What follows belongs to an exercise in optimizing a design on an open flow for small area; a production flow would make more cautious choices. In this exercise RTL edits were held to simulation tests only and were not proved equivalent to the original. Power figures rest on the tool's default switching activity, not on a simulated workload.

==> flow/design.v <==
`timescale 1ns/100ps
`timescale 1ns/100ps
`timescale 1ns/100ps
`timescale 1ns/100ps
`timescale 1ns/100ps
`timescale 1ns/100ps
`timescale 1ns/100ps
`timescale 1ns/100ps
`timescale 1ns/100ps
module lc4_cpu (
   input  logic        gwe,
   input  logic        i_arst_n,
   input  logic [15:0] i_imem_insn,
   output logic [15:0] o_imem_addr,
   input  logic [15:0] i_dmem_data,
   output logic [15:0] o_dmem_addr,
   output logic        o_dmem_we,
   output logic [15:0] o_dmem_wdata,
   output logic        o_retire_valid,
   output logic [15:0] o_retire_pc,
   output logic [15:0] o_retire_insn,
   output logic        o_retire_we,
   output logic [2:0]  o_retire_wsel,
   output logic [15:0] o_retire_data
);
   logic       init;     
   logic [2:0] ph;       
   logic       rot;      
   logic       last;
   assign last = (ph == 3'd7);
   always_ff @(posedge gwe or negedge i_arst_n) begin
      if (!i_arst_n) begin
         init <= 1'b1;
         ph   <= 3'd0;
         rot  <= 1'b0;
      end else begin
         ph <= ph + 3'd1;
         if (last) begin
            init <= 1'b0;
            rot  <= ~rot & ~init;
         end
      end
   end
   logic [15:0] insn;
   logic [3:0]  op;
   logic        is_br, is_arith, is_logic, is_ldr, is_str, is_const, is_jmp, is_jmpr;
   logic        regwe, cond, taken_rel;
   logic        nf, zf;    
   assign insn     = i_imem_insn;
   assign op       = insn[15:12];
   assign is_br    = (op == 4'b0000);
   assign is_arith = (op == 4'b0001);
   assign is_logic = (op == 4'b0101);
   assign is_ldr   = (op == 4'b0110);
   assign is_str   = (op == 4'b0111);
   assign is_const = (op == 4'b1001);
   assign is_jmp   = (op == 4'b1100);
   assign is_jmpr  = is_jmp & ~insn[11];
   assign regwe = (is_arith & (insn[5] | ~insn[3])) | is_logic | is_ldr | is_const;
   assign cond      = (insn[11] & nf) | (insn[10] & zf) | (insn[9] & ~nf & ~zf);
   assign taken_rel = (is_br & cond) | (is_jmp & insn[11]);
   logic        w5, w6, w9, sgn;
   logic [15:0] imm;
   assign w5  = is_arith | is_logic;
   assign w6  = is_ldr | is_str;
   assign w9  = is_br | is_const;
   assign sgn = w5 ? insn[4] : w6 ? insn[5] : w9 ? insn[8] : insn[10];
   always_comb begin
      imm        = {16{sgn}};
      imm[4:0]   = insn[4:0];
      if (!w5)        imm[5]    = insn[5];
      if (!w5 && !w6) imm[8:6]  = insn[8:6];
      if (!w5 && !w6 && !w9) imm[10:9] = insn[10:9];
      if (rot && !taken_rel) imm = 16'd0;
   end
   logic [15:0] rf [8];    
   logic [15:0] pc_q;      
   logic [15:0] a_q;       
   logic [15:0] b_q;       
   logic [1:0]  rs_dig, rt_dig, pc_dig, imm_dig;
   logic [2:0]  rt_sel;
   assign rt_sel  = is_str ? insn[11:9] : insn[2:0];
   assign rs_dig  = rf[insn[8:6]][1:0];
   assign rt_dig  = rf[rt_sel][1:0];
   assign pc_dig  = pc_q[{ph, 1'b0} +: 2];
   assign imm_dig = imm[{ph, 1'b0} +: 2];
   logic       sub, cin0, c_in, c_q, use_rt;
   logic [1:0] opa, opb;
   logic [2:0] sum;
   assign use_rt = ~rot & w5 & ~insn[5];
   assign sub    = ~rot & is_arith & ~insn[5] & insn[4];
   assign cin0   = rot ? ~is_jmpr : sub;
   assign c_in   = (ph == 3'd0) ? cin0 : c_q;
   assign opa    = (rot & ~is_jmpr) ? pc_dig : rs_dig;
   assign opb    = (use_rt ? rt_dig : imm_dig) ^ {2{sub}};
   assign sum    = {1'b0, opa} + {1'b0, opb} + {2'b00, c_in};
   always_ff @(posedge gwe) c_q <= sum[2];
   logic [1:0] alu, b_in, a_in;
   always_comb begin
      if (is_logic) begin
         if (insn[5])
            alu = rs_dig & opb;
         else begin
            case (insn[4:3])
               2'b00:   alu = rs_dig & opb;
               2'b01:   alu = ~rs_dig;
               2'b10:   alu = rs_dig | opb;
               default: alu = rs_dig ^ opb;
            endcase
         end
      end else if (is_const)
         alu = imm_dig;
      else if (is_str)
         alu = rt_dig;
      else
         alu = sum[1:0];
   end
   assign b_in = rot ? b_q[1:0] : alu;
   assign a_in = init ? {(ph == 3'd4) | (ph == 3'd7), 1'b0} : sum[1:0];
   logic ld_now;
   assign ld_now = rot & (ph == 3'd0) & is_ldr;
   always_ff @(posedge gwe) begin
      a_q <= {a_in, a_q[15:2]};
      if (ld_now)
         b_q <= {i_dmem_data[1:0], i_dmem_data[15:2]};
      else
         b_q <= {b_in, b_q[15:2]};
      if (last & (rot | init))
         pc_q <= {a_in, a_q[15:2]};
   end
   always_ff @(posedge gwe) begin
      if (last & (init | (rot & regwe))) begin
         nf <= b_q[1] & ~init;
         zf <= (b_q == 16'd0) | init;
      end
   end
   logic [1:0] w_dig;
   assign w_dig = (ld_now ? i_dmem_data[1:0] : b_q[1:0]) & {2{~init}};
   always_ff @(posedge gwe) begin
      for (int k = 0; k < 8; k++) begin
         if (init | (rot & regwe & (insn[11:9] == 3'(k))))
            rf[k] <= {w_dig, rf[k][15:2]};
         else
            rf[k] <= {rf[k][1:0], rf[k][15:2]};
      end
   end
   assign o_imem_addr    = pc_q;
   assign o_dmem_addr    = a_q;
   assign o_dmem_wdata   = b_q;
   assign o_dmem_we      = ~init & rot & (ph == 3'd0) & is_str;
   assign o_retire_valid = ~init & rot & last;
   assign o_retire_pc    = pc_q;
   assign o_retire_insn  = insn;
   assign o_retire_we    = regwe;
   assign o_retire_wsel  = insn[11:9];
   assign o_retire_data  = {b_q[1:0], b_q[15:2]};
endmodule
clock: 5.2 ns
lec_check: 0
cap_margin: 20
core_margin: 2
core_utilization: 40
place_density: 0.6
slew_margin: 20
run.sh (not shown) runs the stock make flow with config.mk's settings and CLKGATE_MAP_FILE= SYNTH_SCRIPT=/design/flow/synth_recipe.tcl, a recipe that flattens the netlist after the stock synthesis.
Then changed:
--- a/flow/design.v
+++ b/flow/design.v
@@ -72,13 +72,13 @@
       if (!w5 && !w6) imm[8:6]  = insn[8:6];
       if (!w5 && !w6 && !w9) imm[10:9] = insn[10:9];
       if (rot && !taken_rel) imm = 16'd0;
    end
    logic [15:0] rf [8];    
    logic [15:0] pc_q;      
-   logic [15:0] a_q;       
+   logic [13:0] a_q;       
    logic [15:0] b_q;       
    logic [1:0]  rs_dig, rt_dig, pc_dig, imm_dig;
    logic [2:0]  rt_sel;
    assign rt_sel  = is_str ? insn[11:9] : insn[2:0];
    assign rs_dig  = rf[insn[8:6]][1:0];
    assign rt_dig  = rf[rt_sel][1:0];
@@ -114,43 +114,41 @@
          alu = rt_dig;
       else
          alu = sum[1:0];
    end
    assign b_in = rot ? b_q[1:0] : alu;
    assign a_in = init ? {(ph == 3'd4) | (ph == 3'd7), 1'b0} : sum[1:0];
-   logic ld_now;
-   assign ld_now = rot & (ph == 3'd0) & is_ldr;
    always_ff @(posedge gwe) begin
-      a_q <= {a_in, a_q[15:2]};
-      if (ld_now)
-         b_q <= {i_dmem_data[1:0], i_dmem_data[15:2]};
+      a_q <= {a_in, a_q[13:2]};
+      if (~rot & last & is_ldr)
+         b_q <= i_dmem_data;
       else
          b_q <= {b_in, b_q[15:2]};
       if (last & (rot | init))
-         pc_q <= {a_in, a_q[15:2]};
+         pc_q <= {a_in, a_q};
    end
    always_ff @(posedge gwe) begin
       if (last & (init | (rot & regwe))) begin
          nf <= b_q[1] & ~init;
          zf <= (b_q == 16'd0) | init;
       end
    end
    logic [1:0] w_dig;
-   assign w_dig = (ld_now ? i_dmem_data[1:0] : b_q[1:0]) & {2{~init}};
+   assign w_dig = b_q[1:0] & {2{~init}};
    always_ff @(posedge gwe) begin
       for (int k = 0; k < 8; k++) begin
          if (init | (rot & regwe & (insn[11:9] == 3'(k))))
             rf[k] <= {w_dig, rf[k][15:2]};
          else
             rf[k] <= {rf[k][1:0], rf[k][15:2]};
       end
    end
    assign o_imem_addr    = pc_q;
-   assign o_dmem_addr    = a_q;
-   assign o_dmem_wdata   = b_q;
-   assign o_dmem_we      = ~init & rot & (ph == 3'd0) & is_str;
+   assign o_dmem_addr    = {a_in, a_q};
+   assign o_dmem_wdata   = {b_in, b_q[15:2]};
+   assign o_dmem_we      = ~init & ~rot & last & is_str;
    assign o_retire_valid = ~init & rot & last;
    assign o_retire_pc    = pc_q;
    assign o_retire_insn  = insn;
    assign o_retire_we    = regwe;
    assign o_retire_wsel  = insn[11:9];
    assign o_retire_data  = {b_q[1:0], b_q[15:2]};
Outcome: The new run completed and failed the layout checks on negative setup slack. Total power is lower by 0.75%. Die area is lower by 0.65%. Clock-buffer cell count is lower by 2. Core utilization is higher by 5.1 points. Via count is higher by 12%. Clock skew is lower by 7.6 ps.

-- afterwards: timing with drivers on the ports --
How much do the figures lean on ideal ports? The routed layouts below were timed once more, with nothing changed but the port constraints. Step 1 sets driving cells, clkbuf_16 on the clock port and buf_2 on the other inputs (assumed; they add their load-dependent delay and slew). Step 2 moves the port delays by t, midway between the first and last clock arrival at a register: inputs arrive t later, outputs are due t later. That takes back most of the time a late clock gives input paths. a / b / c = no drivers / after step 1 / after step 2; a / b = the first two.
run	t (ns)	slack for setup (ns)	worst setup path after step 2	clock arrival spread, ns
the first run	0.461	0.839 / 0.836 / 0.375	input to register	0.024 / 0.024
the second run	0.461	-0.104 / -0.129 / -0.129	input to output	0.016 / 0.016
The setup slack of the first run, which loses most, moves by -0.003 ns with the drivers and by -0.464 ns with both steps.
